Context: an optimization exercise on an open-source flow, tuned for small area, a short achievable clock period and few clock cycles. The choices shown serve that exercise and are no tape-out recipe.
At most, simulation tests tie the RTL to the original design; equivalence was not proved.
The RTL of runs 5 to 7 was laid out without a check of its function.
Power figures rest on the tool's default switching activity, not on a simulated workload.

## flow/constraint.sdc

```tcl
create_clock -name core_clock -period 5.0 [get_ports {clock}]
set_input_delay 1.0000 -clock core_clock [delete_from_list [all_inputs] [get_ports {clock}]]
set_output_delay 1.0000 -clock core_clock [all_outputs]
set_load 0.01 [all_outputs]
```

## flow/design.v

```verilog
package mrhm_pkg;
   localparam int COUNT_BITS = 32;
   localparam int DEBOUNCE_BITS = 10;
   localparam int TIMEOUT_BITS  = 32;
   localparam int SECONDS_BITS  = 32;
   localparam int TICKS_BITS    = 32;
   localparam int CSR_DATA_BITS = 32;
   localparam logic [DEBOUNCE_BITS-1:0] DEBOUNCE_RESET = 10'd50;
   localparam logic [TIMEOUT_BITS-1:0]  TIMEOUT_RESET  = 32'd60000;
   typedef enum logic [0:0] {
      CSR_DEBOUNCE = 1'b0,
      CSR_TIMEOUT  = 1'b1
   } csr_index_type;
   typedef enum logic [1:0] {
      MODE_IDLE  = 2'd0,
      MODE_RUN   = 2'd1,
      MODE_PAUSE = 2'd2
   } mode_type;
   typedef enum logic [2:0] {
      EV_NONE   = 3'd0,
      EV_START  = 3'd1,
      EV_PAUSE  = 3'd2,
      EV_RESUME = 3'd3,
      EV_FINISH = 3'd4
   } event_type;
   typedef struct packed {
      logic [DEBOUNCE_BITS-1:0] debounce_ticks;
      logic [TIMEOUT_BITS-1:0]  timeout_ticks;
   } cfg_type;
   typedef struct packed {
      logic                     qualified_level;
      logic [DEBOUNCE_BITS-1:0] stable_count;
      mode_type                 run_mode;
      logic [COUNT_BITS-1:0]    elapsed;
      logic [COUNT_BITS-1:0]    on_total;
      logic [COUNT_BITS-1:0]    off_total;
      logic [SECONDS_BITS-1:0]  start_stamp;
      logic [SECONDS_BITS-1:0]  end_stamp;
   } meter_state_type;
endpackage
module mrhm_step
(
   input  logic                                       cur_run,
   input  logic                                       cur_pause,
   input  logic [mrhm_pkg::DEBOUNCE_BITS-1:0]         cur_stable,
   input  logic                                       cur_stable_ge,
   input  logic [mrhm_pkg::COUNT_BITS-1:0]            cur_elapsed1,
   input  logic                                       cur_elapsed_max,
   input  logic [mrhm_pkg::TICKS_BITS-1:0]            cur_run_sum,
   input  logic [mrhm_pkg::TICKS_BITS-1:0]            cur_on,
   input  logic [mrhm_pkg::TICKS_BITS-1:0]            cur_off,
   input  logic [mrhm_pkg::SECONDS_BITS-1:0]          cur_start,
   input  logic [mrhm_pkg::SECONDS_BITS-1:0]          cur_end,
   input  mrhm_pkg::cfg_type                          cfg,
   input  logic                                       raw_level,
   input  logic [mrhm_pkg::SECONDS_BITS-1:0]          wall_seconds,
   output logic                                       nxt_run,
   output logic                                       nxt_pause,
   output logic [mrhm_pkg::DEBOUNCE_BITS-1:0]         nxt_stable,
   output logic                                       nxt_stable_ge,
   output logic [mrhm_pkg::COUNT_BITS-1:0]            nxt_elapsed1,
   output logic                                       nxt_elapsed_max,
   output logic [mrhm_pkg::TICKS_BITS-1:0]            nxt_run_sum,
   output logic [mrhm_pkg::TICKS_BITS-1:0]            nxt_on,
   output logic [mrhm_pkg::TICKS_BITS-1:0]            nxt_off,
   output logic [mrhm_pkg::SECONDS_BITS-1:0]          nxt_start,
   output logic [mrhm_pkg::SECONDS_BITS-1:0]          nxt_end
);
   logic                             cur_idle;
   logic                             counting, flip, timed_out;
   logic                             ev_start, ev_pause, ev_resume;
   logic [mrhm_pkg::DEBOUNCE_BITS-1:0] stable_inc;
   logic                             elapsed1_max;
   logic [mrhm_pkg::TICKS_BITS-1:0]  sum, other;
   assign cur_idle  = !cur_run && !cur_pause;
   assign ev_pause  = cur_run   && !raw_level && cur_stable_ge;
   assign ev_start  = cur_idle  &&  raw_level && cur_stable_ge;
   assign ev_resume = cur_pause &&  raw_level && cur_stable_ge;
   assign flip      = ev_pause || ev_start || ev_resume;
   assign counting  = (cur_run && !raw_level && !cur_stable_ge)
                   || (!cur_run && raw_level && !cur_stable_ge);
   assign stable_inc = cur_stable + 1'b1;
   assign nxt_stable = counting ? stable_inc : '0;
   assign nxt_stable_ge = counting ? (cur_stable == cfg.debounce_ticks - 1'b1)
                                   : (cfg.debounce_ticks == '0);
   assign timed_out = cur_elapsed1 >= cfg.timeout_ticks;
   assign nxt_run   = ev_start || ev_resume || (cur_run && !ev_pause);
   assign nxt_pause = ev_pause || (cur_pause && !ev_resume && !timed_out);
   assign elapsed1_max    = &cur_elapsed1;
   assign nxt_elapsed1    = flip ? mrhm_pkg::COUNT_BITS'(1)
                          : elapsed1_max ? cur_elapsed1 : cur_elapsed1 + 1'b1;
   assign nxt_elapsed_max = !flip && elapsed1_max;
   assign sum   = cur_elapsed_max ? cur_run_sum : cur_run_sum + 1'b1;
   assign other = cur_run ? cur_off : cur_on;
   assign nxt_run_sum = !flip ? sum : cur_idle ? '0 : other;
   assign nxt_on    = ev_start ? '0 : ev_pause  ? sum : cur_on;
   assign nxt_off   = ev_start ? '0 : ev_resume ? sum : cur_off;
   assign nxt_start = ev_start ? wall_seconds : cur_start;
   assign nxt_end   = ev_pause ? wall_seconds : cur_end;
endmodule
module machine_run_hour_meter
(
   input  logic         clock,
   input  logic         reset,
   input  logic         req_tvalid,
   output logic         req_tready,
   input  logic [39:0]  req_tdata,    
   output logic         rsp_tvalid,
   input  logic         rsp_tready,
   output logic [135:0] rsp_tdata,
   input  logic                               csr_we,
   input  mrhm_pkg::csr_index_type            csr_index,
   input  logic [mrhm_pkg::CSR_DATA_BITS-1:0] csr_wdata
);
   mrhm_pkg::cfg_type                 cfg_ff;
   logic                              run_ff, pause_ff;
   logic [mrhm_pkg::DEBOUNCE_BITS-1:0] stable_ff;
   logic                              stable_ge_ff;
   logic [mrhm_pkg::COUNT_BITS-1:0]   elapsed1_ff;
   logic                              elapsed_max_ff;
   logic [mrhm_pkg::TICKS_BITS-1:0]   run_sum_ff;
   logic [mrhm_pkg::TICKS_BITS-1:0]   on_ff, off_ff;
   logic [mrhm_pkg::SECONDS_BITS-1:0] start_ff, end_ff;
   logic                              prev_run_ff, prev_pause_ff;
   mrhm_pkg::event_type               rsp_event;
   logic                              rsp_valid_ff;
   logic                              nxt_run, nxt_pause;
   logic [mrhm_pkg::DEBOUNCE_BITS-1:0] nxt_stable;
   logic                              nxt_stable_ge;
   logic [mrhm_pkg::COUNT_BITS-1:0]   nxt_elapsed1;
   logic                              nxt_elapsed_max;
   logic [mrhm_pkg::TICKS_BITS-1:0]   nxt_run_sum;
   logic [mrhm_pkg::TICKS_BITS-1:0]   nxt_on, nxt_off;
   logic [mrhm_pkg::SECONDS_BITS-1:0] nxt_start, nxt_end;
   logic                              req_accept;
   assign req_tready = rsp_tready;
   assign req_accept = req_tvalid && rsp_tready;
   always_ff @(posedge clock) begin
      if (reset) begin
         cfg_ff.debounce_ticks <= mrhm_pkg::DEBOUNCE_RESET;
         cfg_ff.timeout_ticks  <= mrhm_pkg::TIMEOUT_RESET;
      end else if (csr_we) begin
         if (csr_index == mrhm_pkg::CSR_DEBOUNCE)
            cfg_ff.debounce_ticks <= csr_wdata[mrhm_pkg::DEBOUNCE_BITS-1:0];
         else
            cfg_ff.timeout_ticks  <= csr_wdata[mrhm_pkg::TIMEOUT_BITS-1:0];
      end
   end
   mrhm_step u_step (
      .cur_run      (run_ff),
      .cur_pause    (pause_ff),
      .cur_stable   (stable_ff),
      .cur_stable_ge (stable_ge_ff),
      .cur_elapsed1 (elapsed1_ff),
      .cur_elapsed_max (elapsed_max_ff),
      .cur_run_sum  (run_sum_ff),
      .cur_on       (on_ff),
      .cur_off      (off_ff),
      .cur_start    (start_ff),
      .cur_end      (end_ff),
      .cfg          (cfg_ff),
      .raw_level    (req_tdata[0] | req_tdata[1]),
      .wall_seconds (req_tdata[33:2]),
      .nxt_run      (nxt_run),
      .nxt_pause    (nxt_pause),
      .nxt_stable   (nxt_stable),
      .nxt_stable_ge (nxt_stable_ge),
      .nxt_elapsed1 (nxt_elapsed1),
      .nxt_elapsed_max (nxt_elapsed_max),
      .nxt_run_sum  (nxt_run_sum),
      .nxt_on       (nxt_on),
      .nxt_off      (nxt_off),
      .nxt_start    (nxt_start),
      .nxt_end      (nxt_end)
   );
   always_ff @(posedge clock) begin
      if (reset) begin
         run_ff      <= 1'b0;
         pause_ff    <= 1'b0;
         stable_ff   <= '0;
         on_ff       <= '0;
         off_ff      <= '0;
         start_ff    <= '0;
         end_ff      <= '0;
      end else if (req_accept) begin
         run_ff      <= nxt_run;
         pause_ff    <= nxt_pause;
         stable_ff   <= nxt_stable;
         on_ff       <= nxt_on;
         off_ff      <= nxt_off;
         start_ff    <= nxt_start;
         end_ff      <= nxt_end;
      end
   end
   always_ff @(posedge clock) begin
      if (req_accept) begin
         elapsed1_ff    <= nxt_elapsed1;
         elapsed_max_ff <= nxt_elapsed_max;
         run_sum_ff     <= nxt_run_sum;
      end
   end
   always_ff @(posedge clock) begin
      if (reset) begin
         stable_ge_ff <= 1'b0;
      end else if (req_accept) begin
         stable_ge_ff <= nxt_stable_ge;
      end else if (csr_we && csr_index == mrhm_pkg::CSR_DEBOUNCE) begin
         stable_ge_ff <= stable_ff >= csr_wdata[mrhm_pkg::DEBOUNCE_BITS-1:0];
      end
   end
   always_ff @(posedge clock) begin
      if (req_accept) begin
         prev_run_ff   <= run_ff;
         prev_pause_ff <= pause_ff;
      end
   end
   assign rsp_event = mrhm_pkg::event_type'({
      prev_pause_ff && !run_ff && !pause_ff,
      (prev_run_ff && pause_ff) || (prev_pause_ff && run_ff),
      run_ff && !prev_run_ff});
   always_ff @(posedge clock) begin
      if (reset) begin
         rsp_valid_ff <= 1'b0;
      end else if (rsp_tready) begin
         rsp_valid_ff <= req_tvalid;
      end
   end
   assign rsp_tvalid = rsp_valid_ff;
   assign rsp_tdata  = {3'b000, end_ff, start_ff, off_ff, on_ff,
                        pause_ff, run_ff, rsp_event};
endmodule
```

## flow/config.mk

```make
export PLATFORM = sky130hd
export DESIGN_NAME = machine_run_hour_meter
export DESIGN_NICKNAME = machine_run_hour_meter
export VERILOG_FILES = /design/flow/design.v
export SDC_FILE = /design/flow/constraint.sdc
export NUM_CORES = 4
export LEC_CHECK = 0
export CAP_MARGIN = 20
export CORE_MARGIN = 2
export CORE_UTILIZATION = 60
export CTS_CLUSTER_DIAMETER = 100
export CTS_CLUSTER_SIZE = 25
export PLACE_DENSITY = 0.75
export SETUP_SLACK_MARGIN = 2.7
export SLEW_MARGIN = 20
```

## flow/standard.sh

```bash
#!/bin/bash
# synth_recipe.tcl (not shown) runs the flow's synth.tcl, then flattens the netlist and writes it again
# the make line also repeats each setting of config.mk as NAME=value (left out here)
make -C /OpenROAD-flow-scripts/flow DESIGN_CONFIG=/design/flow/config.mk WORK_HOME=/design/flow/orfs CLKGATE_MAP_FILE= SYNTH_SCRIPT=/design/flow/synth_recipe.tcl "${@:-finish}"
```

## flow/flow/run.sh

```bash
#!/bin/bash
export BUFFER_PORTS_ARGS="-buffer_cell sky130_fd_sc_hd__buf_1"
bash standard.sh finish > standard.log 2>&1
```

==> impl_metrics.json, run 1 <==
{
  "finalInstanceArea_um2": 13500,
  "root_buffer": "clkbuf_16",
  "setup_tns_ns": 0,
  "die_h_um": 144,
  "ios": 216,
  "dpl_cell_area_um2": 12700,
  "end_kind": "output port",
  "cts_buffers": 14,
  "cts_tree": "built",
  "grt_overflow_total": 0,
  "h-tree-depth": 1,
  "synthesis.instances": 1361,
  "crit_type": "reg2out",
  "yosysTopAreaCell": "dfxtp_1",
  "n_antenna_cell": 0,
  "synth_common_cells": "nand2_1, dfxtp_1, a21oi_1",
  "rsz0062_at_grt": "yes",
  "synth-xor-area-share": 0.0550,
  "cts_num_sinks": 251,
  "start_kind": "register",
  "drt_iter0_markers": 663,
  "start_util": 0.609,
  "avgSynthCellArea_um2": 8.65,
  "cp_cell_sequence": "a22o_1, buf_1",
  "max-slew-margin-rel": 0.321,
  "coreArea_um2": 19300,
  "cp_slowest_cell": "edfxtp_1",
  "fp-row-count": 51,
  "p_leak_uw": 0.00488,
  "yosys_warnings": 1,
  "grt_max_degree": 81,
  "synthMuxAreaShare": 0.00276,
  "drcViolationCount": 0,
  "synth_cell_type_count": 58,
  "yosys.area.top_type_share": 0.313,
  "clkTransAtPathRegs_ns": 0.10,
  "cts_hold_buf": 0,
  "finalSetupViolCount": 0,
  "num-fill-cells": 1623,
  "io_buffers": 206,
  "routed_via_density": 5.60,
  "hold_violations": 0,
  "track_usage": 0.272,
  "syn-cell-area_um2": 11800,
  "first_global_vias": 9011,
  "seqCellArea_um2": 5700,
  "synth-async-reset-ratio": 0,
  "arrival_ns": 1.28,
  "synth.area.top_cells": "dfxtp_1, edfxtp_1, nand2_1, a21oi_1, ha_1",
  "synth-edff-count": 67,
  "multi_input_area_um2": 5790,
  "grt_pass1_wl_um": 45500,
  "dp_slack_ns": 1.41,
  "synth_compound_area_frac": 0.148,
  "slowest_delay_ns": 0.41,
  "post-synth-top-count-cell": "nand2_1",
  "crit_family": "flip-flops",
  "cp_max_fo": 2,
  "powerDensity_nw_per_um2": 282,
  "die-area_um2": 20800,
  "postRouteAntennaNets": 0,
  "tightest_slew_ns": 1.02,
  "min_period_over_period": 0.455,
  "chipWidth_um": 144,
  "antenna_found_initial": 0,
  "place_hpwl_um": 19400,
  "status": "complete, no violations",
  "first_pass_iters": 5,
  "synth_flop_cell": "dfxtp_1",
  "fin_nets": 1668,
  "drv_cap": 0,
  "cts_buffer_depth": 3,
  "ys_seq_area_frac": 0.484,
  "critPathBufInv": 1,
  "wl_um": 29400,
  "clock_latency_ns": 0.49,
  "min_path_type": "reg2reg",
  "synth-adder-area-share": 0.0499,
  "fin_crit_ns": 2.28,
  "maxSlewViolCount": 0,
  "critPathRequiredTime_ns": 4.00,
  "gp_congestion": 0.849,
  "synth_top_family_by_area": "simple AND/OR/NAND/NOR gates",
  "max_clock_freq_ghz": 0.439,
  "synth-simple-area-share": 0.214,
  "wl_per_cell_um": 16.2,
  "ir_worst_vdd_mv": 0.305,
  "drive_gt1_frac": 0.0729,
  "areaGrowthSynthToFinish_pct": 15.0,
  "vias": 10173,
  "fin_skew_ns": 0.0216,
  "ys_ff_latch": 251,
  "fin_ws_ns": 2.72
}
-- sequential cells by signal (all words and copies together), names as in the netlist, 10 cells and up --
name,flops
cfg_ff,42
elapsed1_ff,32
end_ff,32
off_ff,32
on_ff,32
run_sum_ff,32
start_ff,32
stable_ff,10
-- final cells by class --
cell class	count	area share
Inverter	54	0.0155
Clock buffer	21	0.0294
Multi-Input combinational cell	980	0.427
Clock inverter	2	0.00212
Timing Repair Buffer	242	0.0805
Tap cell	265	0.0245
Sequential cell	251	0.421
-- tightest hold or removal path, cell delays in order (launching register included) --
cell     delay [ns]
dfxtp_1        0.31
nand2_1        0.05
a21oi_1        0.05
-- placed cells by master (no fill, tap or decap), types with 9 or more instances in the layout --
master and n:
nand2_1 293, buf_1 202, dfxtp_1 182, a21oi_1 179, nor2_1 99, edfxtp_1 67, inv_1 53, ha_1 45
nand3_1 37, xor2_1 37, xnor2_1 35, o21ai_0 33, buf_4 30, nand4_1 22, o2bb2ai_1 20, and3_1 15
clkbuf_16 15, a221oi_1 14, a211oi_1 10, a21o_1 9, nand3b_1 9
-- cells by family after synthesis --
logic type,count (synthesis)
flops,251
mux,3
other cells,1
fa+ha+maj,47
buf+inv,135
xor+xnor,74
compound gates,297
simple gates,553
-- worst paths after layout --
check,from,end,slack [ns],depth (start not counted)
setup / recovery,prev_pause_ff$_DFFE_PP_,rsp_tdata[1],2.72,2
hold / removal,cfg_ff[10]$_SDFFE_PP0P_,cfg_ff[10]$_SDFFE_PP0P_,0.46,2
setup reg to reg,run_sum_ff[0]$_DFFE_PP_,run_sum_ff[21]$_DFFE_PP_,2.79,8
hold reg to reg,cfg_ff[10]$_SDFFE_PP0P_,cfg_ff[10]$_SDFFE_PP0P_,0.46,2
-- stage by stage --
stage                     hold slack (ns)  total power, uW  std cells  utilization
after detailed placement            0.445             2580       1761        0.656
after global routing                0.473             3970       1815        0.701
after floorplan                     0.430             2480       1363            -
final                               0.456             3820       1815        0.701
after global placement              0.441             2570       1761        0.656
after CTS                           0.458             3830       1798        0.689
-- report_power, final --
| part | internal, uW | switching, uW | total [uW] |
|---|---|---|---|
| Combinational | 137 | 225 | 361 |
| Sequential | 2150 | 53.6 | 2200 |
| Clock | 573 | 684 | 1260 |
| Total | 2860 | 962 | 3820 |
-- metal layers --
layer,track usage,vias to the layer above,share of wire
met3,0.0384,50,0.065
met1,0.365,4765,0.43
met5,0,-,0
met4,0.0624,0,0.021
met2,0.467,324,0.48
li1,-,5034,-
-- timing repair --
item	CTS	global route
resized for setup	21	22
endpoints found under the setup margin	208	122
cloned	3	0
pin swaps	6	8
buffers inserted	11	17
Testbench counts, summed over its fixed seeds: cycles 24,082.
==> run 2, diff against run 1 <==
--- a/flow/config.mk
+++ b/flow/config.mk
@@ -10,5 +10,6 @@
 export CORE_UTILIZATION = 60
 export CTS_CLUSTER_DIAMETER = 100
-export CTS_CLUSTER_SIZE = 25
+export CTS_CLUSTER_SIZE = 30
+export GPL_TIMING_DRIVEN = 0
 export PLACE_DENSITY = 0.75
 export SETUP_SLACK_MARGIN = 2.7
==> impl_metrics.json, run 2 <==
{
  "n_antenna_cell": 0,
  "synth_flop_cell": "dfxtp_1",
  "end_kind": "output port",
  "fin_skew_ns": 0.0277,
  "dp_slack_ns": 1.86,
  "hold_violations": 0,
  "routed_via_density": 5.62,
  "mostFrequentLayoutCell": "nand2_1",
  "finalSetupViolCount": 0,
  "min_period_over_period": 0.519,
  "clock_latency_ns": 0.50,
  "h-tree-depth": 1,
  "cts_hold_buf": 0,
  "tightest_slew_ns": 0.746,
  "drcViolationCount": 0,
  "synth-async-reset-ratio": 0,
  "finalPower_uw": 3750,
  "yosys.area.top_type_share": 0.313,
  "setup_tns_ns": 0,
  "synth_cell_type_count": 58,
  "yosysTopAreaCell": "dfxtp_1",
  "die-area_um2": 20800,
  "numPlacedInstances": 1834,
  "cts_num_sinks": 251,
  "die_h_um": 144,
  "io_buffers": 206,
  "arrival_ns": 1.59,
  "grt_overflow_total": 0,
  "grt_max_degree": 44,
  "antenna_found_initial": 0,
  "gp_congestion": 0.885,
  "start_kind": "register",
  "drt_iter0_markers": 709,
  "synth.area.top_cells": "dfxtp_1, edfxtp_1, nand2_1, a21oi_1, ha_1",
  "drv_cap": 0,
  "first_global_vias": 9694,
  "first_pass_iters": 6,
  "wl_um": 31700,
  "track_usage": 0.295,
  "yosys_warnings": 1,
  "drive_gt1_frac": 0.0794,
  "largest_reg_flops": 42,
  "synthesis.instances": 1361,
  "ir_worst_vdd_mv": 0.308,
  "cp_max_fo": 4,
  "rsz0062_at_grt": "yes",
  "fp-row-count": 51,
  "cts_tree": "built",
  "ys_seq_area_frac": 0.484,
  "fin_crit_ns": 2.59,
  "status": "complete, no violations",
  "max-slew-margin-rel": 0.502,
  "powerDensity_nw_per_um2": 272,
  "avgSynthCellArea_um2": 8.65,
  "maxSlewViolCount": 0,
  "fin_ws_ns": 2.41,
  "syn-cell-area_um2": 11800,
  "chipWidth_um": 144,
  "clkTransAtPathRegs_ns": 0.12,
  "place_hpwl_um": 22600,
  "postRouteAntennaNets": 0,
  "synth_common_cells": "nand2_1, dfxtp_1, a21oi_1",
  "crit_type": "reg2out",
  "cts_buffers": 12,
  "ys_ff_latch": 251,
  "areaGrowthSynthToFinish_pct": 17.1,
  "fin_nets": 1732,
  "root_buffer": "clkbuf_16",
  "post-synth-top-count-cell": "nand2_1",
  "final_cells": 1878,
  "start_util": 0.609,
  "vias": 10560,
  "cts_buffer_depth": 3,
  "top_register": "cfg_ff",
  "min_path_type": "reg2reg",
  "wl_per_cell_um": 16.9,
  "max_clock_freq_ghz": 0.385,
  "coreArea_um2": 19300,
  "synth-edff-count": 67,
  "critPathRequiredTime_ns": 4.00,
  "layout_common_cells": "nand2_1, buf_1, dfxtp_1, a21oi_1, nor2_1",
  "grt_pass1_wl_um": 49000,
  "ios": 216,
  "p_leak_uw": 0.00502
}
## run 2: cell counts after synthesis
Identical to the previous run, type by type.
## run 2: metal layers
metal | routed length [um] | global-route usage
met5 | 0 | 0
met3 | 2360 | 0.0483
met2 | 15000 | 0.495
met4 | 1160 | 0.107
met1 | 13200 | 0.385
## run 2: what timing repair did
item,in CTS,in global routing
setup endpoints to repair,213,150
endpoints found under the hold margin,0,0
pin swaps,4,10
setup buffers,11,12
resized for setup,46,41
cloned,1,0
## run 2: path summary, 6_finish.rpt
path                             start                   endpoint  slack [ns]  cells after the start
max                run_ff$_SDFFE_PP0P_               rsp_tdata[1]        2.41                      5
min          start_ff[21]$_SDFFE_PP0P_  start_ff[21]$_SDFFE_PP0P_        0.46                      2
max reg2reg   elapsed_max_ff$_DFFE_PP_   run_sum_ff[17]$_DFFE_PP_        2.74                      8
min reg2reg  start_ff[21]$_SDFFE_PP0P_  start_ff[21]$_SDFFE_PP0P_        0.46                      2
## run 2: through the flow
step           hold slack, ns  area [um^2]  utilization
6_report                0.460        13800        0.714
5_1_grt                 0.476        13800        0.714
4_1_cts                 0.462        13600        0.703
3_5_place_dp            0.446        13000        0.671
3_3_place_gp            0.441        13000        0.671
2_1_floorplan           0.430        11900            -
## run 2: where the power goes
group          internal (uW)  switching (uW)  total, uW  leakage, uW
combinational            147             238        386      0.00273
clock                    497             663       1160     0.000174
sequential              2150            52.9       2200      0.00212
## run 2: logic make-up after synthesis
| group | Yosys count | synth area share |
|---|---|---|
| mux | 3 | 0.00276 |
| fa+ha+maj | 47 | 0.0499 |
| simple gates | 553 | 0.214 |
| xor+xnor | 74 | 0.0550 |
| other cells | 1 | 0.000318 |
| compound gates | 297 | 0.148 |
| buf+inv | 135 | 0.0460 |
| flops | 251 | 0.484 |
## run 2: layout make-up
class	instances	area, um^2
multi-input combinational	978	5680
clock inverter	2	23.8
buffer	81	489
inverter	54	219
fill	1656	5540
clock buffer	18	344
sequential	251	5700
timing repair buffer	229	1010
tap	265	332
## run 2: worst max-delay path, stage by stage (launching register included)
cell       delay [ns]
dfxtp_2          0.36
buf_8            0.12
clkbuf_16        0.14
clkbuf_16        0.14
a22o_1           0.21
buf_6            0.13
==> run 3, diff against run 2 <==
--- a/flow/config.mk
+++ b/flow/config.mk
@@ -11,5 +11,4 @@
 export CTS_CLUSTER_DIAMETER = 100
 export CTS_CLUSTER_SIZE = 30
-export GPL_TIMING_DRIVEN = 0
 export PLACE_DENSITY = 0.75
 export SETUP_SLACK_MARGIN = 2.7
==> impl_metrics.json, run 3 <==
{
  "cts_num_sinks": 251,
  "syn-cell-area_um2": 11800,
  "drive_gt1_frac": 0.0723,
  "vias": 10213,
  "status": "complete, no violations",
  "fp-row-count": 51,
  "root_buffer": "clkbuf_16",
  "crit_type": "reg2out",
  "end_kind": "output port",
  "min_path_type": "reg2reg",
  "finalInstanceArea_um2": 13500,
  "yosys.area.top_type_share": 0.313,
  "rr_endpoint": "elapsed1_ff[23]$_SDFFCE_PN0P_",
  "drcViolationCount": 0,
  "hold_start": "start_ff[15]$_SDFFE_PP0P_",
  "min_to": "start_ff[15]$_SDFFE_PP0P_",
  "cp_max_fo": 2,
  "mostFrequentLayoutCell": "nand2_1",
  "tightest_slew_ns": 1.02,
  "start_kind": "register",
  "fin_util": 0.698,
  "n_antenna_cell": 0,
  "maxSlewViolCount": 0,
  "ys_seq_area_frac": 0.484,
  "reg2reg_depth": 7,
  "ios": 216,
  "cts_buffer_depth": 3,
  "wl_um": 29400,
  "hold_violations": 0,
  "cts_tree": "built",
  "cts_hold_buf": 0,
  "yosys_warnings": 1,
  "holdPathStages": 2,
  "grt_pass1_wl_um": 45300,
  "dpl_cell_area_um2": 12700,
  "r2r_start": "run_ff$_SDFFE_PP0P_",
  "min_period_over_period": 0.454,
  "drt_iter0_markers": 638,
  "critPathRequiredTime_ns": 4.00,
  "finalSetupViolCount": 0,
  "drv_cap": 0,
  "setup_tns_ns": 0,
  "post-synth-top-count-cell": "nand2_1",
  "grt_max_degree": 81,
  "synthesis.instances": 1361,
  "synth.area.top_cells": "dfxtp_1, edfxtp_1, nand2_1, a21oi_1, ha_1",
  "die-area_um2": 20800,
  "io_buffers": 206,
  "grt_overflow_total": 0,
  "largest_reg_flops": 42,
  "synth_cell_type_count": 58,
  "synth_flop_cell": "dfxtp_1",
  "p_leak_uw": 0.00486,
  "cts_buffers": 12,
  "synth-edff-count": 67,
  "synth_common_cells": "nand2_1, dfxtp_1, a21oi_1",
  "clkTransAtPathRegs_ns": 0.12,
  "chipWidth_um": 144,
  "fin_crit_ns": 2.27,
  "ir_worst_vdd_mv": 0.291,
  "avgSynthCellArea_um2": 8.65,
  "critPathBufInv": 1,
  "wl_per_cell_um": 16.2,
  "track_usage": 0.270,
  "crit_family": "flip-flops",
  "arrival_ns": 1.27,
  "die_h_um": 144,
  "cp_slowest_cell": "edfxtp_1",
  "synth-async-reset-ratio": 0,
  "yosysTopAreaCell": "dfxtp_1",
  "start_util": 0.609,
  "powerDensity_nw_per_um2": 275,
  "clock_latency_ns": 0.50,
  "coreArea_um2": 19300,
  "reg2reg_slack_ns": 2.75,
  "max_clock_freq_ghz": 0.440,
  "h-tree-depth": 1,
  "gp_congestion": 0.849,
  "postRouteAntennaNets": 0,
  "ys_ff_latch": 251,
  "first_global_vias": 9043,
  "max-slew-margin-rel": 0.318,
  "antenna_found_initial": 0,
  "first_pass_iters": 5,
  "routed_via_density": 5.63,
  "cp_cell_sequence": "a22o_1, buf_1",
  "slowest_delay_ns": 0.41,
  "areaGrowthSynthToFinish_pct": 14.6,
  "top_register": "cfg_ff",
  "layout_common_cells": "nand2_1, buf_1, dfxtp_1, a21oi_1, nor2_1",
  "place_hpwl_um": 19400,
  "fin_nets": 1668,
  "rsz0062_at_grt": "yes",
  "fin_skew_ns": 0.0310
}
run 3: cell families after synthesis:
logic type | synth area share
adders and majority gates | 0.0499
other | 0.000318
muxes | 0.00276
AOI/OAI and AO/OA | 0.148
xor gates and xnor gates | 0.0550
DFF | 0.484
buffers and inverters | 0.0460
and+or+nand+nor | 0.214
run 3: stage by stage:
stage	std cells	total power (uW)	worst slack, ns	hold WS (ns)
2_1_floorplan	1363	2480	2.42	0.430
3_3_place_gp	1761	2570	1.48	0.441
3_5_place_dp	1761	2580	1.41	0.445
4_1_cts	1797	3720	2.66	0.461
5_1_grt	1814	3860	2.67	0.476
6_report	1814	3720	2.73	0.459
run 3: how the worst max path moves through the flow:
| stage | startpoint | end | slack (ns) | cells after the start |
|---|---|---|---|---|
| floorplan | req_tdata[1] | elapsed1_ff[0]$_SDFFCE_PN1P_ | 2.42 | 6 |
| global placement | rsp_tready | off_ff[30]$_SDFFE_PP0P_ | 1.48 | 5 |
| detailed placement | rsp_tready | off_ff[23]$_SDFFE_PP0P_ | 1.41 | 5 |
| CTS | rsp_tready | req_tready | 2.66 | 2 |
| global route | run_ff$_SDFFE_PP0P_ | elapsed1_ff[23]$_SDFFCE_PN0P_ | 2.67 | 7 |
| finish | prev_pause_ff$_DFFE_PP_ | rsp_tdata[1] | 2.73 | 2 |
run 3: tightest hold or removal path: cells and delay by family, from the launching register on:
kind	cells	cell delay, ns
AOI/OAI and AO/OA	1	0.05
DFF	1	0.32
and+or+nand+nor	1	0.05
run 3: final cells by class:
cell class                      count  area (um^2)
Fill cell                        1611         5840
Multi-Input combinational cell    980         5780
Sequential cell                   251         5700
Timing Repair Buffer              244         1110
Clock buffer                       18          344
Tap cell                          265          332
Inverter                           54          210
Clock inverter                      2         21.3
run 3: repair_timing:
item / in CTS / in global routing
setup buffers: 13 / 17
pin swaps: 6 / 5
gates resized for setup: 21 / 22
gates cloned: 3 / 0
setup endpoints to repair: 207 / 113
run 3: layer usage:
layer | GRT usage | part of all wire
met5 | 0 | 0
met4 | 0.0671 | 0.021
met3 | 0.0377 | 0.061
met2 | 0.463 | 0.49
met1 | 0.363 | 0.43
run 3: power breakdown:
part	internal [uW]	total [uW]	switching (uW)	leakage (uW)
clock network	496	1150	654	0.000177
registers	2150	2210	54.0	0.00212
logic	138	363	225	0.00256
total	2790	3720	933	0.00486
==> run 4, diff against run 3 <==
--- a/flow/config.mk
+++ b/flow/config.mk
@@ -9,4 +9,5 @@
 export CORE_MARGIN = 2
 export CORE_UTILIZATION = 60
+export CTS_BUF_LIST = sky130_fd_sc_hd__clkbuf_8 sky130_fd_sc_hd__clkbuf_16
 export CTS_CLUSTER_DIAMETER = 100
 export CTS_CLUSTER_SIZE = 30
==> impl_metrics.json, run 4 <==
{
  "critPathRequiredTime_ns": 4.00,
  "ys_ff_latch": 251,
  "coreArea_um2": 19300,
  "synth-edff-count": 67,
  "start_util": 0.609,
  "crit_family": "flip-flops",
  "drcViolationCount": 0,
  "grt_max_degree": 81,
  "rsz0062_at_grt": "yes",
  "first_global_vias": 8998,
  "root_buffer": "clkbuf_16",
  "largest_reg_flops": 42,
  "start_kind": "register",
  "cts_num_sinks": 251,
  "synth_flop_cell": "dfxtp_1",
  "wl_per_cell_um": 16.1,
  "ys_seq_area_frac": 0.484,
  "cp_slowest_cell": "edfxtp_1",
  "tightest_slew_ns": 1.01,
  "end_kind": "output port",
  "hold_violations": 0,
  "max-slew-margin-rel": 0.328,
  "synth-async-reset-ratio": 0,
  "vias": 10194,
  "grt_overflow_total": 0,
  "cp_max_fo": 2,
  "synth_cell_type_count": 58,
  "fin_crit_ns": 2.27,
  "min_path_type": "reg2reg",
  "finalSetupViolCount": 0,
  "syn-cell-area_um2": 11800,
  "yosys_warnings": 1,
  "io_buffers": 206,
  "status": "complete, no violations",
  "synth.area.top_cells": "dfxtp_1, edfxtp_1, nand2_1, a21oi_1, ha_1",
  "num-fill-cells": 1617,
  "clock_latency_ns": 0.50,
  "min_period_over_period": 0.454,
  "cts_hold_buf": 0,
  "cts_buffers": 12,
  "grt_pass1_wl_um": 45000,
  "cp_cell_sequence": "a22o_1, buf_1",
  "arrival_ns": 1.27,
  "p_leak_uw": 0.00485,
  "chipWidth_um": 144,
  "routed_via_density": 5.64,
  "n_antenna_cell": 0,
  "die_h_um": 144,
  "mostFrequentLayoutCell": "nand2_1",
  "critPathBufInv": 1,
  "post-synth-top-count-cell": "nand2_1",
  "synthesis.instances": 1361,
  "holdWs_ns": 0.459,
  "wl_um": 29200,
  "setup_tns_ns": 0,
  "h-tree-depth": 1,
  "ir_worst_vdd_mv": 0.292,
  "fin_skew_ns": 0.0314,
  "die-area_um2": 20800,
  "ios": 216,
  "avgSynthCellArea_um2": 8.65,
  "powerDensity_nw_per_um2": 276,
  "yosys.area.top_type_share": 0.313,
  "drv_cap": 0,
  "gp_congestion": 0.849,
  "first_pass_iters": 5,
  "drt_iter0_markers": 636,
  "cts_buffer_depth": 3,
  "postRouteAntennaNets": 0,
  "track_usage": 0.269,
  "drive_gt1_frac": 0.0680,
  "areaGrowthSynthToFinish_pct": 14.1,
  "slowest_delay_ns": 0.41,
  "clkTransAtPathRegs_ns": 0.12,
  "top_register": "cfg_ff",
  "max_clock_freq_ghz": 0.440,
  "synth_common_cells": "nand2_1, dfxtp_1, a21oi_1",
  "fp-row-count": 51,
  "layout_common_cells": "nand2_1, buf_1, dfxtp_1, a21oi_1, nor2_1",
  "yosysTopAreaCell": "dfxtp_1",
  "reg2reg_slack_ns": 2.76,
  "maxSlewViolCount": 0,
  "place_hpwl_um": 19400,
  "antenna_found_initial": 0,
  "fin_nets": 1663,
  "cts_tree": "built",
  "crit_type": "reg2out"
}
-- run 4: cell count changes in the layout (fill, tap and decap cells not counted) --
cell	delta
clkbuf_1	-5
inv_1	+5
buf_4	-4
buf_12	-1
ha_1	+1
ha_2	-1
nand2_1	+1
nand2_2	-1
-- run 4: path summary, 6_finish.rpt --
path,from,endpoint,depth (start not counted)
worst max register to register,run_ff$_SDFFE_PP0P_,elapsed1_ff[0]$_SDFFCE_PN1P_,7
worst min-delay path,start_ff[15]$_SDFFE_PP0P_,start_ff[15]$_SDFFE_PP0P_,2
worst min register to register,start_ff[15]$_SDFFE_PP0P_,start_ff[15]$_SDFFE_PP0P_,2
worst max-delay path,prev_pause_ff$_DFFE_PP_,rsp_tdata[1],2
-- run 4: cell families (layout without fill, tap and decap cells) --
kind of cell | Yosys count | count (layout) | synth area share
XOR/XNOR | 74 | 74 | 0.0550
multiplexers | 3 | 3 | 0.00276
adder cells (fa/ha/maj) | 47 | 47 | 0.0499
AND/OR/NAND/NOR | 553 | 556 | 0.214
other | 1 | 3 | 0.000318
AO/OA/AOI/OAI | 297 | 297 | 0.148
buffers and inverters | 135 | 313 | 0.0460
flip-flops | 251 | 251 | 0.484
-- run 4: power by group --
group	leakage [uW]	internal [uW]	switching, uW
sequential	0.00212	2150	53.6
combinational	0.00253	135	224
clock	0.000198	486	653
total	0.00485	2770	931
-- run 4: per-layer routing --
layer | GRT usage | wire [um] | vias to the layer above
met3 | 0.0387 | 1930 | 39
met5 | 0 | 0 | -
met1 | 0.363 | 12400 | 4795
met2 | 0.457 | 14300 | 323
li1 | - | - | 5037
met4 | 0.0666 | 578 | 0
-- run 4: repair_timing --
item | 4_1_cts | 5_1_grt
hold endpoints to repair | 0 | 0
pin swaps | 6 | 4
cloned | 3 | 0
buffers inserted | 12 | 13
setup endpoints to repair | 207 | 113
resized for setup | 21 | 20
-- run 4: worst register-to-register path, stage by stage, from the launching register on --
cell     delay, ns
dfxtp_4       0.41
buf_4         0.24
nor2b_1       0.45
a21o_1        0.24
nand3_1       0.12
nor3_4        0.32
nor2_4        0.07
buf_4         0.17
-- run 4: metrics by stage --
step           area, um^2  setup slack [ns]  power, uW  cells  utilization
4_1_cts             13300              2.66       3710   1796        0.686
6_report            13400              2.73       3700   1809        0.695
3_3_place_gp        12700              1.48       2570   1761        0.656
5_1_grt             13400              2.68       3840   1809        0.695
3_5_place_dp        12700              1.41       2580   1761        0.656
2_1_floorplan       11900              2.42       2480   1363            -
-- run 4: layout make-up --
cell class	count	area (um^2)	area share
sequential	251	5700	0.424
tap	265	332	0.0247
multi-input combinational	980	5770	0.430
clock inverter	7	40.0	0.00298
inverter	54	210	0.0156
timing repair buffer	239	1060	0.0788
clock buffer	13	325	0.0242
==> run 5, diff against run 4 <==
--- a/flow/design.v
+++ b/flow/design.v
@@ -179,4 +179,7 @@
          pause_ff    <= 1'b0;
          stable_ff   <= '0;
+         elapsed1_ff <= mrhm_pkg::COUNT_BITS'(1);
+         elapsed_max_ff <= 1'b0;
+         run_sum_ff  <= '0;
          on_ff       <= '0;
          off_ff      <= '0;
@@ -187,15 +190,11 @@
          pause_ff    <= nxt_pause;
          stable_ff   <= nxt_stable;
+         elapsed1_ff <= nxt_elapsed1;
+         elapsed_max_ff <= nxt_elapsed_max;
+         run_sum_ff  <= nxt_run_sum;
          on_ff       <= nxt_on;
          off_ff      <= nxt_off;
          start_ff    <= nxt_start;
          end_ff      <= nxt_end;
-      end
-   end
-   always_ff @(posedge clock) begin
-      if (req_accept) begin
-         elapsed1_ff    <= nxt_elapsed1;
-         elapsed_max_ff <= nxt_elapsed_max;
-         run_sum_ff     <= nxt_run_sum;
       end
    end
--- a/flow/config.mk
+++ b/flow/config.mk
@@ -9,5 +9,4 @@
 export CORE_MARGIN = 2
 export CORE_UTILIZATION = 60
-export CTS_BUF_LIST = sky130_fd_sc_hd__clkbuf_8 sky130_fd_sc_hd__clkbuf_16
 export CTS_CLUSTER_DIAMETER = 100
 export CTS_CLUSTER_SIZE = 30
==> impl_metrics.json, run 5 <==
{
  "status": "complete, no violations",
  "cts_num_sinks": 251,
  "start_kind": "primary input",
  "antenna_found_initial": 0,
  "ys_ff_latch": 251,
  "final_cells": 1990,
  "h-tree-depth": 1,
  "clkTransAtPathRegs_ns": 0.12,
  "wl_per_cell_um": 16.2,
  "hold_violations": 0,
  "yosysTopAreaCell": "dfxtp_1",
  "hold_start": "end_ff[11]$_SDFFE_PP0P_",
  "setup_tns_ns": 0,
  "die-area_um2": 21400,
  "root_buffer": "clkbuf_16",
  "cts_buffer_depth": 3,
  "finalSetupViolCount": 0,
  "crit_type": "in2reg",
  "rsz0062_at_grt": "yes",
  "ios": 216,
  "reg2reg_slack_ns": 2.78,
  "cts_hold_buf": 0,
  "fin_nets": 1842,
  "grt_max_degree": 81,
  "vias": 11479,
  "holdWs_ns": 0.459,
  "min_period_over_period": 0.465,
  "synth_common_cells": "nand2_1, dfxtp_1, a21oi_1",
  "areaGrowthSynthToFinish_pct": 13.6,
  "wl_um": 32200,
  "r2r_start": "run_sum_ff[7]$_SDFFE_PP0P_",
  "place_hpwl_um": 21400,
  "synthesis.instances": 1566,
  "numPlacedInstances": 1955,
  "max_clock_freq_ghz": 0.430,
  "powerDensity_nw_per_um2": 245,
  "io_buffers": 206,
  "rr_endpoint": "on_ff[23]$_SDFFE_PP0P_",
  "track_usage": 0.288,
  "first_pass_iters": 5,
  "grt_overflow_total": 0,
  "fin_skew_ns": 0.0147,
  "layout_common_cells": "nand2_1, dfxtp_1, buf_1, a21oi_1, nor2_1",
  "avgSynthCellArea_um2": 7.76,
  "end_kind": "register",
  "fp-row-count": 52,
  "ir_worst_vdd_mv": 0.303,
  "maxSlewViolCount": 0,
  "max-slew-margin-rel": 0.347,
  "clock_latency_ns": 0.49,
  "mostFrequentLayoutCell": "nand2_1",
  "yosys.area.top_type_share": 0.410,
  "arrival_ns": 2.72,
  "synth_cell_type_count": 68,
  "grt_pass1_wl_um": 51800,
  "cts_tree": "built",
  "p_leak_uw": 0.00474,
  "drt_iter0_markers": 656,
  "drv_cap": 0,
  "die_h_um": 146,
  "min_to": "end_ff[11]$_SDFFE_PP0P_",
  "synth-edff-count": 2,
  "finalPower_uw": 3380,
  "cts_buffers": 12,
  "drive_gt1_frac": 0.0703,
  "holdPathStages": 2,
  "fin_crit_ns": 2.32,
  "yosys_warnings": 1,
  "postRouteAntennaNets": 0,
  "reg2reg_depth": 6,
  "syn-cell-area_um2": 12200,
  "synth.area.top_cells": "dfxtp_1, nand2_1, a21oi_1, ha_1, nor2_1",
  "first_global_vias": 10517,
  "routed_via_density": 5.77,
  "post-synth-top-count-cell": "nand2_1",
  "synth-async-reset-ratio": 0,
  "ys_seq_area_frac": 0.415,
  "cp_max_fo": 45,
  "drcViolationCount": 0,
  "fin_util": 0.689,
  "start_util": 0.606,
  "gp_congestion": 0.855,
  "coreArea_um2": 20000,
  "chipWidth_um": 146,
  "largest_reg_flops": 42,
  "n_antenna_cell": 0,
  "top_register": "cfg_ff",
  "synth_flop_cell": "dfxtp_1",
  "critPathRequiredTime_ns": 5.40,
  "tightest_slew_ns": 0.978,
  "min_path_type": "reg2reg"
}
==> run 5: cell families after synthesis <==
family	Yosys count	synth area share
AO/OA/AOI/OAI	394	0.190
XOR/XNOR	68	0.0490
adder cells (fa/ha/maj)	47	0.0484
buffers and inverters	154	0.0507
flip-flops	251	0.415
multiplexers	2	0.00165
other	1	0.000309
AND/OR/NAND/NOR	649	0.245
==> run 5: layer usage <==
layer	global-route usage	part of all wire	vias to the layer above
met4	0.0976	0.031	0
met1	0.370	0.43	5412
li1	-	-	5685
met2	0.500	0.49	315
met3	0.0413	0.051	67
met5	0	0	-
==> run 5: report_power, final <==
part           leakage [uW]  internal [uW]  total (uW)  switching [uW]
Sequential          0.00203           2020        2040            18.7
Combinational       0.00253           69.9         204             134
Clock              0.000175            485        1140             655
Total               0.00474           2580        3380             807
==> run 5: repair_timing <==
action | 4_1_cts | 5_1_grt
pin swaps | 3 | 7
endpoints found under the setup margin | 116 | 87
cloned | 1 | 1
setup buffers | 6 | 10
endpoints found under the hold margin | 0 | 0
gates resized for setup | 31 | 28
==> run 5: worst max path at each step <==
stage                                 from                            to  depth (start not counted)
5_1_grt                       req_tdata[0]  elapsed1_ff[17]$_SDFFE_PP0P_                          9
3_5_place_dp                  req_tdata[1]   run_sum_ff[10]$_SDFFE_PP0P_                          8
3_3_place_gp                  req_tdata[1]   run_sum_ff[10]$_SDFFE_PP0P_                          8
2_1_floorplan                 req_tdata[0]  elapsed1_ff[17]$_SDFFE_PP0P_                          6
6_report                        rsp_tready     stable_ge_ff$_SDFFE_PP0P_                          8
4_1_cts        elapsed1_ff[1]$_SDFFE_PP0P_  elapsed1_ff[11]$_SDFFE_PP0P_                          6
==> run 5: cell type report <==
cell class / count / area, um^2
multi-input cells: 1164 / 6740
fillers: 1796 / 6240
flip-flops and latches: 251 / 5060
repair buffers: 237 / 1110
well taps: 270 / 338
clock buffers: 14 / 329
inverters: 51 / 195
clock inverters: 3 / 25.0
==> run 5: stage by stage <==
stage / setup WS [ns] / instance area, um^2
final: 2.68 / 13800
after global routing: 2.66 / 13800
after CTS: 2.68 / 13600
after detailed placement: 1.88 / 13100
after global placement: 1.92 / 13100
after floorplan: 2.55 / 12300
==> run 5: worst max-delay path, cell delays in order <==
cell and delay [ns]:
buf_2 0.14, nand2_2 0.07, buf_4 0.32, nor2_2 0.45
nand4_1 0.20, nor3_1 0.23, o2111ai_1 0.17, o211ai_1 0.14
==> run 6, diff against run 5 <==
--- a/flow/design.v
+++ b/flow/design.v
@@ -65,5 +65,6 @@
    output logic [mrhm_pkg::TICKS_BITS-1:0]            nxt_off,
    output logic [mrhm_pkg::SECONDS_BITS-1:0]          nxt_start,
-   output logic [mrhm_pkg::SECONDS_BITS-1:0]          nxt_end
+   output logic [mrhm_pkg::SECONDS_BITS-1:0]          nxt_end,
+   output mrhm_pkg::event_type                        tick_event
 );
    logic                             cur_idle;
@@ -98,4 +99,8 @@
    assign nxt_start = ev_start ? wall_seconds : cur_start;
    assign nxt_end   = ev_pause ? wall_seconds : cur_end;
+   assign tick_event = mrhm_pkg::event_type'({
+      cur_pause && !ev_resume && timed_out,    
+      ev_pause || ev_resume,
+      ev_start || ev_resume});
 endmodule
 module machine_run_hour_meter
@@ -122,6 +127,5 @@
    logic [mrhm_pkg::TICKS_BITS-1:0]   on_ff, off_ff;
    logic [mrhm_pkg::SECONDS_BITS-1:0] start_ff, end_ff;
-   logic                              prev_run_ff, prev_pause_ff;
-   mrhm_pkg::event_type               rsp_event;
+   mrhm_pkg::event_type               event_ff, tick_event;
    logic                              rsp_valid_ff;
    logic                              nxt_run, nxt_pause;
@@ -172,5 +176,6 @@
       .nxt_off      (nxt_off),
       .nxt_start    (nxt_start),
-      .nxt_end      (nxt_end)
+      .nxt_end      (nxt_end),
+      .tick_event   (tick_event)
    );
    always_ff @(posedge clock) begin
@@ -179,7 +184,4 @@
          pause_ff    <= 1'b0;
          stable_ff   <= '0;
-         elapsed1_ff <= mrhm_pkg::COUNT_BITS'(1);
-         elapsed_max_ff <= 1'b0;
-         run_sum_ff  <= '0;
          on_ff       <= '0;
          off_ff      <= '0;
@@ -190,11 +192,15 @@
          pause_ff    <= nxt_pause;
          stable_ff   <= nxt_stable;
-         elapsed1_ff <= nxt_elapsed1;
-         elapsed_max_ff <= nxt_elapsed_max;
-         run_sum_ff  <= nxt_run_sum;
          on_ff       <= nxt_on;
          off_ff      <= nxt_off;
          start_ff    <= nxt_start;
          end_ff      <= nxt_end;
+      end
+   end
+   always_ff @(posedge clock) begin
+      if (req_accept) begin
+         elapsed1_ff    <= nxt_elapsed1;
+         elapsed_max_ff <= nxt_elapsed_max;
+         run_sum_ff     <= nxt_run_sum;
       end
    end
@@ -210,12 +216,7 @@
    always_ff @(posedge clock) begin
       if (req_accept) begin
-         prev_run_ff   <= run_ff;
-         prev_pause_ff <= pause_ff;
-      end
-   end
-   assign rsp_event = mrhm_pkg::event_type'({
-      prev_pause_ff && !run_ff && !pause_ff,
-      (prev_run_ff && pause_ff) || (prev_pause_ff && run_ff),
-      run_ff && !prev_run_ff});
+         event_ff <= tick_event;
+      end
+   end
    always_ff @(posedge clock) begin
       if (reset) begin
@@ -227,4 +228,4 @@
    assign rsp_tvalid = rsp_valid_ff;
    assign rsp_tdata  = {3'b000, end_ff, start_ff, off_ff, on_ff,
-                        pause_ff, run_ff, rsp_event};
+                        pause_ff, run_ff, event_ff};
 endmodule
--- a/flow/config.mk
+++ b/flow/config.mk
@@ -12,4 +12,4 @@
 export CTS_CLUSTER_SIZE = 30
 export PLACE_DENSITY = 0.75
-export SETUP_SLACK_MARGIN = 2.7
+export SETUP_SLACK_MARGIN = 2.6
 export SLEW_MARGIN = 20
==> impl_metrics.json, run 6 <==
{
  "hold_violations": 0,
  "max_clock_freq_ghz": 0.427,
  "cp_max_fo": 33,
  "areaGrowthSynthToFinish_pct": 13.9,
  "synth-edff-count": 68,
  "synth.area.top_cells": "dfxtp_1, edfxtp_1, nand2_1, a21oi_1, ha_1",
  "die-area_um2": 20800,
  "end_kind": "register",
  "slowest_delay_ns": 0.44,
  "min_path_type": "reg2reg",
  "powerDensity_nw_per_um2": 271,
  "top_usage_layer": "met2",
  "drv_cap": 0,
  "wl_per_cell_um": 16.3,
  "maxSlewViolCount": 0,
  "drt_iter0_markers": 701,
  "avgSynthCellArea_um2": 8.68,
  "dpl_cell_area_um2": 12700,
  "fp-row-count": 51,
  "top_register": "cfg_ff",
  "synth_flop_cell": "dfxtp_1",
  "clock_latency_ns": 0.49,
  "ys_ff_latch": 252,
  "routed_via_density": 5.59,
  "cts_buffer_depth": 3,
  "ys_seq_area_frac": 0.485,
  "ir_worst_vdd_mv": 0.322,
  "h-tree-depth": 1,
  "first_pass_iters": 5,
  "status": "complete, no violations",
  "arrival_ns": 2.73,
  "fin_crit_ns": 2.34,
  "synthesis.instances": 1360,
  "layout_common_cells": "nand2_1, buf_1, dfxtp_1, a21oi_1, nor2_1",
  "crit_type": "in2reg",
  "cp_slowest_cell": "or3_4",
  "synth_cell_type_count": 61,
  "cts_tree": "built",
  "first_global_vias": 9560,
  "die_h_um": 144,
  "chipWidth_um": 144,
  "track_usage": 0.275,
  "grtUsageMet2": 0.484,
  "setup_tns_ns": 0,
  "largest_reg_flops": 42,
  "cp_cell_sequence": "buf_2, o21ai_4, or3_4, nor2_2, buf_8, nor3_2, buf_4, a22o_1",
  "synth_common_cells": "nand2_1, dfxtp_1, a21oi_1",
  "dp_slack_ns": 1.50,
  "vias": 10105,
  "drcViolationCount": 0,
  "fin_skew_ns": 0.0155,
  "grt_overflow_total": 0,
  "ios": 216,
  "grt_pass1_wl_um": 46700,
  "wl_um": 29500,
  "start_kind": "primary input",
  "grt_max_degree": 73,
  "antenna_found_initial": 0,
  "syn-cell-area_um2": 11800,
  "synth-async-reset-ratio": 0,
  "mostFrequentLayoutCell": "nand2_1",
  "fin_nets": 1662,
  "postRouteAntennaNets": 0,
  "root_buffer": "clkbuf_16",
  "cts_hold_buf": 0,
  "holdWs_ns": 0.460,
  "place_hpwl_um": 19700,
  "clkTransAtPathRegs_ns": 0.11,
  "n_antenna_cell": 0,
  "gr-usage-met3": 0.0430,
  "finalSetupViolCount": 0,
  "rsz0062_at_grt": "no",
  "max-slew-margin-rel": 0.365,
  "grt_use_met1": 0.359,
  "min_period_over_period": 0.469,
  "cts_buffers": 12,
  "finalInstanceArea_um2": 13500,
  "critPathRequiredTime_ns": 5.38,
  "cts_num_sinks": 252,
  "io_buffers": 206,
  "p_leak_uw": 0.00469,
  "start_util": 0.609,
  "tightest_slew_ns": 0.950,
  "fin_ws_ns": 2.66,
  "post-synth-top-count-cell": "nand2_1",
  "yosys_warnings": 1,
  "yosys.area.top_type_share": 0.312,
  "coreArea_um2": 19400,
  "drive_gt1_frac": 0.0590,
  "gp_congestion": 0.837,
  "yosysTopAreaCell": "dfxtp_1"
}
[run 6: power breakdown]
part	switching [uW]	leakage (uW)	total [uW]	internal (uW)
clock network	655	0.000178	1150	498
logic	190	0.00238	304	114
registers	46.3	0.00213	2190	2150
total	892	0.00469	3650	2760
[run 6: per-stage QoR]
| step | std cells | power, uW | utilization |
|---|---|---|---|
| final | 1808 | 3650 | 0.694 |
| after global routing | 1808 | 3780 | 0.694 |
| after CTS | 1798 | 3670 | 0.687 |
| after detailed placement | 1766 | 2520 | 0.657 |
| after global placement | 1766 | 2510 | 0.657 |
| after floorplan | 1362 | 2430 | - |
[run 6: kinds of logic after synthesis]
group	Yosys count	share of synthesized area
adder cells (fa/ha/maj)	47	0.0498
XOR/XNOR	82	0.0608
AO/OA/AOI/OAI	261	0.123
other	1	0.000317
AND/OR/NAND/NOR	551	0.208
flip-flops	252	0.485
buffers and inverters	134	0.0460
multiplexers	32	0.0271
[run 6: critical path: cells and delay by family]
kind	cells	cell delay, ns
buf+inv	3	0.70
simple gates	3	0.67
compound gates	2	0.34
[run 6: timing repair]
action                     in CTS  in global routing
cloned                          2                  1
gates resized for setup        24                 12
setup buffers                  10                  9
setup endpoints to repair     164                103
pin swaps                       6                  2
[run 6: layout make-up]
cell class,instances,area (um^2)
clock buffers,18,344
clock inverters,2,22.5
fillers,1602,5940
inverters,54,205
multi-input cells,977,5700
flip-flops and latches,252,5730
well taps,265,332
repair buffers,240,1130
[run 6: final timing paths]
kind,startpoint,to,slack (ns),cells after the start
max,req_tdata[1],on_ff[10]$_SDFFE_PP0P_,2.66,8
min,cfg_ff[20]$_SDFFE_PP0P_,cfg_ff[20]$_SDFFE_PP0P_,0.46,2
max reg2reg,elapsed1_ff[0]$_SDFFCE_PN1P_,elapsed1_ff[22]$_SDFFCE_PN0P_,2.67,8
min reg2reg,cfg_ff[20]$_SDFFE_PP0P_,cfg_ff[20]$_SDFFE_PP0P_,0.46,2
[run 6: layer usage]
layer	routed length [um]	up-vias
met5	0	-
met4	544	0
met3	1620	42
met2	14300	263
met1	13000	4819
li1	-	4981
==> run 7, diff against run 6 <==
--- a/flow/design.v
+++ b/flow/design.v
@@ -128,5 +128,5 @@
    logic [mrhm_pkg::SECONDS_BITS-1:0] start_ff, end_ff;
    mrhm_pkg::event_type               event_ff, tick_event;
-   logic                              rsp_valid_ff;
+   logic                              rsp_valid_ff, rsp_valid_out_ff;
    logic                              nxt_run, nxt_pause;
    logic [mrhm_pkg::DEBOUNCE_BITS-1:0] nxt_stable;
@@ -138,6 +138,6 @@
    logic [mrhm_pkg::SECONDS_BITS-1:0] nxt_start, nxt_end;
    logic                              req_accept;
-   assign req_tready = rsp_tready;
-   assign req_accept = req_tvalid && rsp_tready;
+   assign req_tready = !rsp_valid_out_ff || rsp_tready;
+   assign req_accept = req_tvalid && (!rsp_valid_ff || rsp_tready);
    always_ff @(posedge clock) begin
       if (reset) begin
@@ -222,9 +222,20 @@
       if (reset) begin
          rsp_valid_ff <= 1'b0;
+      end else if (req_accept) begin
+         rsp_valid_ff <= 1'b1;
       end else if (rsp_tready) begin
-         rsp_valid_ff <= req_tvalid;
-      end
-   end
-   assign rsp_tvalid = rsp_valid_ff;
+         rsp_valid_ff <= 1'b0;
+      end
+   end
+   always_ff @(posedge clock) begin
+      if (reset) begin
+         rsp_valid_out_ff <= 1'b0;
+      end else if (req_tvalid && req_tready) begin
+         rsp_valid_out_ff <= 1'b1;
+      end else if (rsp_tready) begin
+         rsp_valid_out_ff <= 1'b0;
+      end
+   end
+   assign rsp_tvalid = rsp_valid_out_ff;
    assign rsp_tdata  = {3'b000, end_ff, start_ff, off_ff, on_ff,
                         pause_ff, run_ff, event_ff};
==> impl_metrics.json, run 7 <==
{
  "cts_tree": "built",
  "synth_common_cells": "nand2_1, dfxtp_1, a21oi_1",
  "first_pass_iters": 5,
  "max_clock_freq_ghz": 0.419,
  "ys_seq_area_frac": 0.487,
  "n_antenna_cell": 0,
  "fin_ws_ns": 2.61,
  "io_buffers": 206,
  "synth-edff-count": 68,
  "ir_worst_vdd_mv": 0.302,
  "swShare": 0.260,
  "areaGrowthSynthToFinish_pct": 13.9,
  "vias": 10237,
  "synth_flop_cell": "dfxtp_1",
  "yosys_warnings": 1,
  "die-area_um2": 20800,
  "powerDensity_nw_per_um2": 289,
  "root_buffer": "clkbuf_16",
  "synth-async-reset-ratio": 0,
  "grt_max_degree": 70,
  "tightest_slew_ns": 0.911,
  "cts_num_sinks": 253,
  "start_kind": "primary input",
  "cp_slowest_cell": "or3_4",
  "drive_gt1_frac": 0.0495,
  "wl_per_cell_um": 16.9,
  "min_path_type": "reg2reg",
  "combPwrFrac": 0.113,
  "dp_slack_ns": 1.22,
  "finalSetupViolCount": 0,
  "fin_util": 0.693,
  "grt_overflow_total": 0,
  "place_hpwl_um": 20100,
  "die_h_um": 144,
  "num-fill-cells": 1647,
  "gp_congestion": 0.843,
  "postRouteAntennaNets": 0,
  "finalInstanceArea_um2": 13400,
  "critPathRequiredTime_ns": 5.41,
  "synth_cell_type_count": 59,
  "routed_via_density": 5.68,
  "grt_pass1_wl_um": 47300,
  "cp_cell_sequence": "buf_1, nand2b_1, nand2_4, inv_6, nand4_1, buf_4, or3_4, o21ai_0",
  "clkPwrFrac": 0.298,
  "hold_violations": 0,
  "drt_iter0_markers": 636,
  "avgSynthCellArea_um2": 8.67,
  "ios": 216,
  "yosys.area.top_type_share": 0.314,
  "layout_common_cells": "nand2_1, buf_1, dfxtp_1, a21oi_1, nor2_1",
  "largest_reg_flops": 42,
  "start_util": 0.608,
  "slowest_delay_ns": 0.54,
  "mostFrequentLayoutCell": "nand2_1",
  "fin_skew_ns": 0.0177,
  "fin_nets": 1655,
  "chipWidth_um": 144,
  "antenna_found_initial": 0,
  "syn-cell-area_um2": 11800,
  "ys_ff_latch": 253,
  "yosysTopAreaCell": "dfxtp_1",
  "crit_type": "in2reg",
  "cts_buffers": 12,
  "rsz0062_at_grt": "yes",
  "final_cells": 1801,
  "track_usage": 0.284,
  "seq_power_share": 0.589,
  "synth.area.top_cells": "dfxtp_1, edfxtp_1, nand2_1, a21oi_1, ha_1",
  "post-synth-top-count-cell": "nand2_1",
  "synthesis.instances": 1361,
  "drcViolationCount": 0,
  "intPower_uw": 2870,
  "clock_latency_ns": 0.49,
  "cts_hold_buf": 0,
  "fp-row-count": 51,
  "maxSlewViolCount": 0,
  "first_global_vias": 9373,
  "top_register": "cfg_ff",
  "cp_max_fo": 44,
  "p_leak_uw": 0.00475,
  "h-tree-depth": 1,
  "dpl_cell_area_um2": 12800,
  "cts_buffer_depth": 3,
  "numPlacedInstances": 1768,
  "fin_crit_ns": 2.39,
  "arrival_ns": 2.80,
  "p_switching_uw": 1010,
  "max-slew-margin-rel": 0.393,
  "drv_cap": 0,
  "coreArea_um2": 19400,
  "wl_um": 30400,
  "status": "complete, no violations",
  "setup_tns_ns": 0,
  "min_period_over_period": 0.477,
  "clkTransAtPathRegs_ns": 0.11,
  "end_kind": "register"
}
[run 7: final cells by class]
class / instances / area (um^2) / area share
clock buffers: 19 / 348 / 0.0259
flip-flops and latches: 253 / 5750 / 0.428
well taps: 265 / 332 / 0.0247
clock inverters: 1 / 20.0 / 0.00149
inverters: 52 / 205 / 0.0153
multi-input cells: 985 / 5730 / 0.427
repair buffers: 226 / 1040 / 0.0777
[run 7: cells by family (layout without fill, tap and decap cells)]
family                     Yosys count  in the layout  synth area share
AOI/OAI and AO/OA                  273            273             0.128
and+or+nand+nor                    553            558             0.212
xor gates and xnor gates            78             78            0.0579
adders and majority gates           47             47            0.0498
other                                1              3          0.000318
buffers and inverters              130            298            0.0431
muxes                               26             26            0.0222
DFF                                253            253             0.487
[run 7: worst max-delay path: cells and delay by family]
family | cells | cell delay, ns
and+or+nand+nor | 4 | 1.00
buffers and inverters | 3 | 0.55
AOI/OAI and AO/OA | 1 | 0.23
[run 7: path summary, 6_finish.rpt]
path,from,end,slack (ns),cells past startpoint
worst max-delay path,rsp_tready,on_ff[11]$_SDFFE_PP0P_,2.61,8
worst min-delay path,end_ff[12]$_SDFFE_PP0P_,end_ff[12]$_SDFFE_PP0P_,0.46,2
worst max register to register,cfg_ff[32]$_SDFFE_PP0P_,stable_ge_ff$_SDFFE_PP0P_,2.73,8
worst min register to register,end_ff[12]$_SDFFE_PP0P_,end_ff[12]$_SDFFE_PP0P_,0.46,2
[run 7: power groups by stage]
| stage | Sequential (uW) | Clock (uW) | Combinational [uW] |
|---|---|---|---|
| floorplan | 2310 | 0 | 288 |
| global placement | 2320 | 0 | 393 |
| detailed placement | 2330 | 0 | 407 |
| CTS | 2280 | 1180 | 426 |
| global route | 2300 | 1240 | 486 |
| finish | 2290 | 1160 | 436 |
[run 7: per-layer routing]
layer | part of all wire | wire length (um) | up-vias | track usage
met5 | 0 | 0 | - | 0
met4 | 0.022 | 665 | 0 | 0.0680
met3 | 0.072 | 2200 | 46 | 0.0497
met2 | 0.47 | 14200 | 349 | 0.473
met1 | 0.44 | 13300 | 4836 | 0.388
li1 | - | - | 5006 | -
[run 7: timing repair]
| action | in CTS | in global routing |
|---|---|---|
| gates resized for setup | 20 | 14 |
| gates cloned | 6 | 1 |
| pin swaps | 4 | 4 |
| setup buffers | 4 | 2 |
| setup endpoints to repair | 169 | 135 |
[run 7: stage by stage]
stage          hold WS (ns)  power, uW
6_report              0.461       3880
5_1_grt               0.476       4020
4_1_cts               0.461       3890
3_5_place_dp          0.445       2740
3_3_place_gp          0.441       2720
2_1_floorplan         0.435       2600

separate check: timing with driven ports:
The flow's constraints put no driver on any port. The routed layouts listed below were extracted and timed again, unchanged, in two steps.
Step 1: set_driving_cell puts a clkbuf_16 on clock and a buf_2 on each other input, an assumption about the parent block.
Step 2 also shifts input and output timing later by t, the mid clock arrival at the registers, as if the neighbouring blocks saw the same clock.
Slacks: ideal / step 1 / step 2; pairs: ideal / step 1.
run	t (ns)	slack for setup (ns)	clock arrival spread, ns	slew at the worst register clock pin (ns)	worst slew at a driven data input, ns
run 1	0.529	2.723 / 2.677 / 2.260	0.023 / 0.022	0.10 / 0.10	0.05
run 2	0.530	2.406 / 2.359 / 2.236	0.028 / 0.028	0.12 / 0.12	0.07
run 3	0.528	2.730 / 2.682 / 2.242	0.031 / 0.031	0.12 / 0.12	0.06
run 4	0.527	2.729 / 2.682 / 2.250	0.032 / 0.032	0.12 / 0.12	0.06
run 5	0.529	2.677 / 2.654 / 2.134	0.024 / 0.024	0.12 / 0.12	0.06
run 6	0.526	2.657 / 2.641 / 2.152	0.015 / 0.015	0.12 / 0.12	0.05
run 7	0.530	2.614 / 2.611 / 2.108	0.019 / 0.019	0.12 / 0.12	0.06
After both steps every run listed still meets setup and hold. For run 5, which loses most, drivers alone change the setup slack by -0.023 ns; drivers and shift together by -0.543 ns.
